Background: an optimization exercise with open tools, aiming at small area and a short achievable clock period. Do not read the settings as production practice. Only simulation tests tie the RTL to the original design; equivalence was not proved. Power figures rest on the tool's default switching activity, not on a simulated workload.

garnet:
==> flow/design.v <==
module punc_mem_responder #(
  parameter int DATA_W     = 16,
  parameter int ADDR_W     = 16,
  parameter int DEPTH_LOG2 = 8,
  parameter int RD_LAT     = 2,
  parameter int WR_LAT     = 1
) (
  input  logic              clk_i,
  input  logic              rst_i,
  input  logic              req_valid_i,
  output logic              req_ready_o,
  input  logic              req_we_i,
  input  logic [ADDR_W-1:0] req_addr_i,
  input  logic [DATA_W-1:0] req_wdata_i,
  output logic              rsp_valid_o,
  input  logic              rsp_ready_i,
  output logic [DATA_W-1:0] rsp_rdata_o,
  output logic              rsp_err_o,
  output logic [15:0]       rd_count_o,
  output logic [15:0]       wr_count_o
);
  localparam int DEPTH = 1 << DEPTH_LOG2;    
  logic busy_q, ready_s, rd1_q, fin_q, valid_q;
  logic we_q, oor_q, err_q;
  logic [DATA_W-1:0]     wdata_q;
  logic [DATA_W-1:0]     rdata_q;
  logic [15:0]           rd_count_q, wr_count_q;
  logic                  accept_s;
  assign ready_s  = ~busy_q;
  assign accept_s = ready_s & req_valid_i;
  always_ff @(posedge clk_i or posedge rst_i) begin
    if (rst_i) begin
      busy_q     <= 1'b0;
      rd1_q      <= 1'b0;
      fin_q      <= 1'b0;
      valid_q    <= 1'b0;
      rd_count_q <= 16'd0;
      wr_count_q <= 16'd0;
    end else begin
      rd1_q <= accept_s & ~req_we_i;
      fin_q <= (accept_s & req_we_i) | rd1_q;
      if (accept_s) busy_q <= 1'b1;
      else if (valid_q & rsp_ready_i) busy_q <= 1'b0;
      if (fin_q) valid_q <= 1'b1;
      else if (rsp_ready_i) valid_q <= 1'b0;
      if (fin_q & ~oor_q & ~we_q) rd_count_q <= rd_count_q + 16'd1;
      if (fin_q & ~oor_q & we_q)  wr_count_q <= wr_count_q + 16'd1;
    end
  end
  logic in_range_s;
  assign in_range_s = (req_addr_i[ADDR_W-1:DEPTH_LOG2] == '0);
  always_ff @(posedge clk_i) begin
    if (ready_s) begin
      we_q  <= req_we_i;
      oor_q <= ~in_range_s;
    end
  end
  always_ff @(posedge clk_i) wdata_q <= req_wdata_i;
  logic [15:0]      lo_s, hi_s;
  logic [DEPTH-1:0] sel_q;
  logic [15:0]      hw_q;
  always_comb begin
    for (int k = 0; k < 16; k++) begin
      lo_s[k] = (req_addr_i[3:0] == 4'(k));
      hi_s[k] = (req_addr_i[7:4] == 4'(k)) & in_range_s;
    end
  end
  always_ff @(posedge clk_i) begin
    for (int i = 0; i < DEPTH; i++) sel_q[i] <= hi_s[i/16] & lo_s[i%16];
  end
  always_ff @(posedge clk_i or posedge rst_i) begin
    if (rst_i) hw_q <= '0;
    else       hw_q <= hi_s & {16{accept_s & req_we_i}};
  end
  logic [DATA_W-1:0] mem_q [DEPTH];
  logic [DATA_W-1:0] mem_d [DEPTH];
  logic [DEPTH-1:0]  en_s, en_n_s;
  for (genvar i = 0; i < DEPTH; i++) begin : g_word
    pmr_nand2 u_en_n (.a(hw_q[i/16]), .b(sel_q[i]), .y(en_n_s[i]));
    pmr_inv   u_en   (.a(en_n_s[i]), .y(en_s[i]));
    pmr_word  u_hold (.en(en_s[i]), .en_n(en_n_s[i]), .wd(wdata_q), .q(mem_q[i]), .d(mem_d[i]));
    always_ff @(posedge clk_i) mem_q[i] <= mem_d[i];
  end
  logic [5:0] part_n_d [DATA_W];
  logic [5:0] part_n_q [DATA_W];
  for (genvar b = 0; b < DATA_W; b++) begin : g_rbit
    logic [DEPTH-1:0] col;
    for (genvar i = 0; i < DEPTH; i++) begin : g_col
      assign col[i] = mem_q[i][b];
    end
    pmr_rd_col u_col (.sel(sel_q), .q(col), .m0_n(part_n_d[b][2:0]), .m1_n(part_n_d[b][5:3]));
  end
  always_ff @(posedge clk_i) begin
    for (int b = 0; b < DATA_W; b++) part_n_q[b] <= part_n_d[b];
  end
  logic [DATA_W-1:0] rd_word_s;
  always_comb begin
    for (int b = 0; b < DATA_W; b++) rd_word_s[b] = ~&part_n_q[b];
  end
  logic [DATA_W-1:0] rdata_d;
  logic              err_d;
  for (genvar b = 0; b < DATA_W; b++) begin : g_rdata
    pmr_mux2 u_m (.s(fin_q), .a(rdata_q[b]),
                  .b(we_q ? (wdata_q[b] & ~oor_q) : rd_word_s[b]), .y(rdata_d[b]));
  end
  pmr_mux2 u_err_m (.s(fin_q), .a(err_q), .b(oor_q), .y(err_d));
  always_ff @(posedge clk_i) begin
    rdata_q <= rdata_d;
    err_q   <= err_d;
  end
  assign req_ready_o = ready_s;
  assign rsp_valid_o = valid_q;
  assign rsp_rdata_o = rdata_q;
  assign rsp_err_o   = err_q;
  assign rd_count_o  = rd_count_q;
  assign wr_count_o  = wr_count_q;
endmodule
module pmr_word (input logic en, en_n, input logic [15:0] wd, q, output logic [15:0] d);
  for (genvar b = 0; b < 16; b++) begin : g_bit
    pmr_a22o u (.a1(en), .a2(wd[b]), .b1(en_n), .b2(q[b]), .y(d[b]));
  end
endmodule
module pmr_rd_col (input logic [255:0] sel, q, output logic [2:0] m0_n, m1_n);
  logic [85:0] t_n;
  for (genvar k = 0; k < 85; k++) begin : g_tri
    pmr_a222oi u_t (.a1(sel[3*k]),   .a2(q[3*k]),
                    .b1(sel[3*k+1]), .b2(q[3*k+1]),
                    .c1(sel[3*k+2]), .c2(q[3*k+2]),
                    .y(t_n[k]));
  end
  pmr_nand2 u_t_last (.a(sel[255]), .b(q[255]), .y(t_n[85]));
  pmr_rd_half u_h0 (.t_n(t_n[42:0]),  .m_n(m0_n));
  pmr_rd_half u_h1 (.t_n(t_n[85:43]), .m_n(m1_n));
endmodule
module pmr_rd_half (input logic [42:0] t_n, output logic [2:0] m_n);
  logic [10:0] p;
  for (genvar j = 0; j < 10; j++) begin : g_l1
    pmr_nand4 u (.a(t_n[4*j]), .b(t_n[4*j+1]), .c(t_n[4*j+2]), .d(t_n[4*j+3]), .y(p[j]));
  end
  pmr_nand3 u_l1_last (.a(t_n[40]), .b(t_n[41]), .c(t_n[42]), .y(p[10]));
  pmr_nor4 u_l2_0 (.a(p[0]), .b(p[1]), .c(p[2]), .d(p[3]), .y(m_n[0]));
  pmr_nor4 u_l2_1 (.a(p[4]), .b(p[5]), .c(p[6]), .d(p[7]), .y(m_n[1]));
  pmr_nor3 u_l2_2 (.a(p[8]), .b(p[9]), .c(p[10]), .y(m_n[2]));
endmodule
module pmr_a22o (input logic a1, a2, b1, b2, output logic y);
  assign y = (a1 & a2) | (b1 & b2);
endmodule
module pmr_a222oi (input logic a1, a2, b1, b2, c1, c2, output logic y);
  assign y = ~((a1 & a2) | (b1 & b2) | (c1 & c2));
endmodule
module pmr_mux2 (input logic s, a, b, output logic y);
  assign y = s ? b : a;
endmodule
module pmr_inv (input logic a, output logic y);
  assign y = ~a;
endmodule
module pmr_nand2 (input logic a, b, output logic y);
  assign y = ~(a & b);
endmodule
module pmr_nor2 (input logic a, b, output logic y);
  assign y = ~(a | b);
endmodule
module pmr_nand3 (input logic a, b, c, output logic y);
  assign y = ~(a & b & c);
endmodule
module pmr_nor3 (input logic a, b, c, output logic y);
  assign y = ~(a | b | c);
endmodule
module pmr_nand4 (input logic a, b, c, d, output logic y);
  assign y = ~(a & b & c & d);
endmodule
module pmr_nor4 (input logic a, b, c, d, output logic y);
  assign y = ~(a | b | c | d);
endmodule
clock: 5.5 ns
lec_check: 0
cap_margin: 20
core_margin: 2
core_utilization: 48
cts_cluster_diameter: 120
cts_cluster_size: 24
setup_slack_margin: 3.0
slew_margin: 20
synth_hierarchical: 1
run.sh (not shown) runs the stock make flow with config.mk's settings and CLKGATE_MAP_FILE= SYNTH_SCRIPT=/design/flow/synth_recipe.tcl, a recipe that flattens the netlist after the stock synthesis.
Looking at the reports, garnet completed the entire flow and the layout it produced met the timing, design-rule and antenna checks.
Edits applied to the flow inputs when going from garnet to raven:
Settings: swapping 48 for 45 in CORE_UTILIZATION.
--- outcome ---
- Relative to garnet, the net switching power of the design measured on raven has increased slightly.
- Max met1 layer usage reported by global route across garnet and raven: garnet
- Non-clock buffer total of the final layout, garnet and raven: higher on garnet
- Lower share of the clock period used by the worst path was reported by raven, not garnet.
- On post-layout utilization of the core, the higher figure sits with garnet, not raven.

[separate check: timing with driven ports]
No port has a modelled driver above. Below, the same layouts with a new extraction and two added sets of constraints.
Step 1 assumes that a clkbuf_16 drives the clock port and a buf_2 every other input.
Step 2 adds t to the input delays and takes it off the output delays; t is the mean of the earliest and latest rising clock arrival at the registers after step 1. Input paths then give back, and output paths get back, about the clock's delay inside the block.
Slacks: no drivers / after step 1 / after step 2; pairs: no drivers / after step 1.
run	t (ns)	setup slack, ns	worst slew at a driven data input, ns
garnet	1.034	2.784 / 2.681 / 1.984	0.16
raven	1.037	2.872 / 2.766 / 1.783	0.31
After both steps every run listed still meets setup and hold. The setup slack of raven, which loses most, moves by -0.106 ns with the drivers and by -1.089 ns with both steps.
